This is an optimization exercise on Yosys and OpenROAD, whose aim is small area, not a production implementation.
The RTL was checked by simulation tests, not by an equivalence proof against the original design.
No activity file was given, so power comes from the tool's default toggle rates.

==> exp/amber <==
==> flow/design.v <==
`default_nettype none
module beta_regfile_hazard #(
  parameter int WIDTH      = 32,
  parameter int NREGS      = 32,
  parameter int NRD        = 2,
  parameter int NSTAGES    = 3,
  parameter int LOAD_STAGE = 2,
  parameter int ZERO_REG   = NREGS - 1,
  parameter int AW         = $clog2(NREGS)
) (
  input  wire logic                     clk,
  input  wire logic                     rst,
  input  wire logic                     dec_valid,
  input  wire logic [NRD*AW-1:0]        dec_ra,
  input  wire logic [NRD-1:0]           dec_ruse,
  input  wire logic [AW-1:0]            dec_rc,
  input  wire logic                     dec_wen,
  input  wire logic                     dec_is_load,
  input  wire logic                     flush,
  input  wire logic [NSTAGES*WIDTH-1:0] byp_data,
  output      logic [NRD*WIDTH-1:0]     rd,
  output      logic                     stall
);
  localparam logic [AW-1:0] ZERO_ADDR = AW'(ZERO_REG);
  localparam int NR = NREGS - 1;   
  logic [NSTAGES-1:0]         stg_v_q;
  logic [NSTAGES-1:0]         stg_ld_q;
  logic [NSTAGES-1:0][AW-1:0] stg_rc_q;
  logic [NR-1:0][WIDTH-1:0] mem_q;
  logic [NR-1:0]            wr_q;
  logic [NR-1:0]            we;
  logic [NR-1:0]            avail;
  logic [NRD-1:0] hazard;
  logic           stall_w;
  logic           accept_w;
  for (genvar i = 0; i < NRD; i++) begin : g_rd
    logic [AW-1:0]      ra;
    logic               nz;
    logic [NSTAGES-1:0] hit;
    logic [NSTAGES-1:0] fsel;
    logic [NR-1:0]      rsel;
    logic [WIDTH-1:0]   acc;
    assign ra = dec_ra[i*AW +: AW];
    assign nz = (ra != ZERO_ADDR);
    for (genvar k = 0; k < NSTAGES; k++) begin : g_hit
      assign hit[k] = nz && stg_v_q[k] && (stg_rc_q[k] == ra);
    end
    assign fsel[0] = hit[0];
    assign fsel[1] = hit[1] && !hit[0];
    assign fsel[2] = hit[2] && !hit[1] && !hit[0];
    for (genvar r = 0; r < NR; r++) begin : g_sel
      assign rsel[r] = avail[r] && (ra == AW'(r));
    end
    localparam int NG = (NR + 2) / 3;   
    logic [3*NG-1:0]         gsel;
    logic [3*NG*WIDTH-1:0]   gdat;
    assign gsel = (3*NG)'(rsel);
    assign gdat = (3*NG*WIDTH)'(mem_q);
    for (genvar b = 0; b < WIDTH; b++) begin : g_bit
      logic [NG:0] grp_n;   
      beta_rf_aoi222 u_fwd (
        .a1(fsel[0]), .a2(byp_data[b]),
        .b1(fsel[1]), .b2(byp_data[WIDTH + b]),
        .c1(fsel[2]), .c2(byp_data[2*WIDTH + b]),
        .y(grp_n[NG]));
      for (genvar g = 0; g < NG; g++) begin : g_grp
        if (3*g + 2 < NR) begin : g_full
          beta_rf_aoi222 u_aoi (
            .a1(gsel[3*g]),   .a2(gdat[(3*g)*WIDTH + b]),
            .b1(gsel[3*g+1]), .b2(gdat[(3*g+1)*WIDTH + b]),
            .c1(gsel[3*g+2]), .c2(gdat[(3*g+2)*WIDTH + b]),
            .y(grp_n[g]));
        end else begin : g_part
          assign grp_n[g] = !((gsel[3*g]   && gdat[(3*g)*WIDTH + b]) ||
                              (gsel[3*g+1] && gdat[(3*g+1)*WIDTH + b]) ||
                              (gsel[3*g+2] && gdat[(3*g+2)*WIDTH + b]));
        end
      end
      assign acc[b] = !(&grp_n);
    end
    assign rd[i*WIDTH +: WIDTH] = acc;
    assign hazard[i] = (hit[0] && stg_ld_q[0]) ||
                       (hit[1] && !hit[0] && stg_ld_q[1]);
  end
  assign stall_w  = dec_valid && !flush && |(dec_ruse & hazard);
  assign accept_w = dec_valid && dec_wen && !stall_w && !flush &&
                    (dec_rc != ZERO_ADDR);
  assign stall    = stall_w;
  always_ff @(posedge clk or posedge rst) begin
    if (rst) begin
      stg_v_q <= '0;
    end else begin
      stg_v_q[0] <= accept_w;
      stg_v_q[1] <= stg_v_q[0] && !flush;
      stg_v_q[2] <= stg_v_q[1];
    end
  end
  always_ff @(posedge clk) begin
    stg_ld_q[0] <= dec_is_load;
    stg_rc_q[0] <= dec_rc;
    for (int k = 1; k < NSTAGES; k++) begin
      stg_ld_q[k] <= stg_ld_q[k-1];
      stg_rc_q[k] <= stg_rc_q[k-1];
    end
  end
  for (genvar r = 0; r < NR; r++) begin : g_av
    logic [NSTAGES-1:0] inflight;
    for (genvar k = 0; k < NSTAGES; k++) begin : g_k
      assign inflight[k] = stg_v_q[k] && (stg_rc_q[k] == AW'(r));
    end
    assign avail[r] = wr_q[r] && !(|inflight);
  end
  for (genvar r = 0; r < NR; r++) begin : g_wr
    assign we[r] = stg_v_q[NSTAGES-1] && (stg_rc_q[NSTAGES-1] == AW'(r));
    always_ff @(posedge clk) begin
      if (we[r]) mem_q[r] <= byp_data[(NSTAGES-1)*WIDTH +: WIDTH];
    end
    always_ff @(posedge clk or posedge rst) begin
      if (rst)        wr_q[r] <= 1'b0;
      else if (we[r]) wr_q[r] <= 1'b1;
    end
  end
endmodule
module beta_rf_aoi222 (
  input  wire logic a1, a2, b1, b2, c1, c2,
  output      logic y
);
  assign y = !((a1 && a2) || (b1 && b2) || (c1 && c2));
endmodule
`default_nettype wire
==> flow/flow/run.sh <==
#!/bin/bash
# The standard ORFS layout (standard.sh, unchanged synthesis) with two
# changes: ports are buffered with buf_1 instead of a delay buffer, and CTS
# uses larger sink clusters and no dummy loads.
set -euo pipefail
bash standard.sh \
  "BUFFER_PORTS_ARGS=-buffer_cell sky130_fd_sc_hd__buf_1" \
  "CTS_ARGS=-sink_clustering_enable -repair_clock_nets -dont_use_dummy_load -buf_list {sky130_fd_sc_hd__clkbuf_8 sky130_fd_sc_hd__clkbuf_16} -sink_clustering_size 30 -sink_clustering_max_diameter 80" \
  finish > orfs_make.log 2>&1
==> flow/standard.sh <==
#!/bin/bash
# synth_recipe.tcl (not shown) runs the flow's synth.tcl, then flattens the netlist and writes it again
# the make line also repeats each setting of config.mk as NAME=value (left out here)
make -C /OpenROAD-flow-scripts/flow DESIGN_CONFIG=/design/flow/config.mk WORK_HOME=/design/flow/orfs CLKGATE_MAP_FILE= SYNTH_SCRIPT=/design/flow/synth_recipe.tcl "${@:-finish}"
==> flow/config.mk <==
export PLATFORM = sky130hd
export DESIGN_NAME = beta_regfile_hazard
export DESIGN_NICKNAME = beta_regfile_hazard
export VERILOG_FILES = /design/flow/design.v
export SDC_FILE = /design/flow/constraint.sdc
export NUM_CORES = 4
export LEC_CHECK = 0
export CAP_MARGIN = 20
export CORE_MARGIN = 2
export CORE_UTILIZATION = 60
export GPL_TIMING_DRIVEN = 1
export SLEW_MARGIN = 20
export SYNTH_HIERARCHICAL = 1
==> flow/constraint.sdc <==
create_clock -name core_clock -period 6.5 [get_ports {clk}]
set_input_delay 1.3000 -clock core_clock [delete_from_list [all_inputs] [get_ports {clk}]]
set_output_delay 1.3000 -clock core_clock [all_outputs]
set_load 0.01 [all_outputs]
==> exp/willow: changes against exp/amber <==
Settings changed: CORE_UTILIZATION 60 to 75.
==> flow_results.org <==
** Power and ir drop
- Sequential Power :: between 7000 and 8000 µW
- Internal power :: about 8700 µW
- Total design power :: between 10,000 and 15,000 µW
- Net switching is between 20% and 30% of the power.

** Timing
- Least setup slack across all paths after layout :: approximately 0.33 ns
- The clock arrives with 0.0286 ns of skew.

** Critical path
- WP data arrival :: slightly below 5 ns
- Setup slack on the worst flop-to-flop path :: 3.55 ns
- Beginning of the critical path :: stg_v_q[2]$_DFF_PP0_
- In this run the critical register-to-register path is launched from stg_v_q[2]$_DFF_PP0_.

** Global route
- The first global-routing pass estimated approximately 230 mm of wire.
- The number of global-route vias before repair is approximately 33,000.
- Global routing consumed, on the met2 layer, approximately three quarters of the routing resources.

** Detailed routing
- For this block, wires on met1 add up to around 45 mm.

** Run status
- Run status :: no timing/DRC/antenna violations

** Floorplan
- Number of rows created at floorplan :: a little under 90
- Die area :: 0.0584 mm²

** Finish
- Counting the fill cells in the layout gives about 2,900.

** Placed design
- Cell area reported after detailed placement :: between 0.04 and 0.05 mm²
the above is filed under exp/willow

==> flow_results.org <==
** Run status
- Run status :: no timing/DRC/antenna violations

** Global route
- The number of global-route vias before repair came to 32,457.
- Global-route wire length before repair :: 233 mm
- Global routing consumed, on the met2 layer, between 60 and 70% of the routing resources.

** Critical path
- Beginning of the critical path :: dec_ra[9]
- WP data arrival :: around 4.7 ns
- Worst reg2reg startpoint :: stg_rc_q[3]$_DFF_P_

** Floorplan
- Number of rows created at floorplan :: a little under 100
- Die area :: between 0.07 and 0.08 mm²

** Finish
- Fill cells in the final layout number about 4,900.

** Detailed routing
- In the final routing, the length of wire on met1 measures about 54 mm.

** Power and ir drop
- After layout, the design draws a total of 11,000 µW.
- Internal power comes to approximately 8700 µW.
- Sequential cells consume a total of approximately 7400 µW.

** Placed design
- In this run the cell area measured after placement is roughly 0.046 mm².

** Timing
- Post-route clock skew :: between 0.05 and 0.06 ns
the above is filed under exp/amber

-- static timing again, ports no longer ideal --
In the flow no input, the clock included, has a driving cell. The finished layouts below were timed again as built, in two steps. Step 1, drivers: a clkbuf_16 drives clk and a buf_2 each remaining input, both assumed. Step 2 moves the port delays by t, midway between the first and last clock arrival at a register: inputs arrive t later, outputs are due t later. That takes back most of the time a late clock gives input paths. Slacks: ideal / step 1 / step 2; pairs: ideal / step 1.
run | t (ns) | setup WS [ns] | clock arrival spread, ns
exp/amber | 0.687 | 0.478 / 0.452 / 0.452 | 0.088 / 0.088
exp/willow | 0.689 | 0.325 / 0.262 / 0.422 | 0.055 / 0.056
After both steps setup and hold are still met in every run listed. The setup slack of exp/amber, which loses most, moves by -0.026 ns with the drivers and by -0.026 ns with both steps.
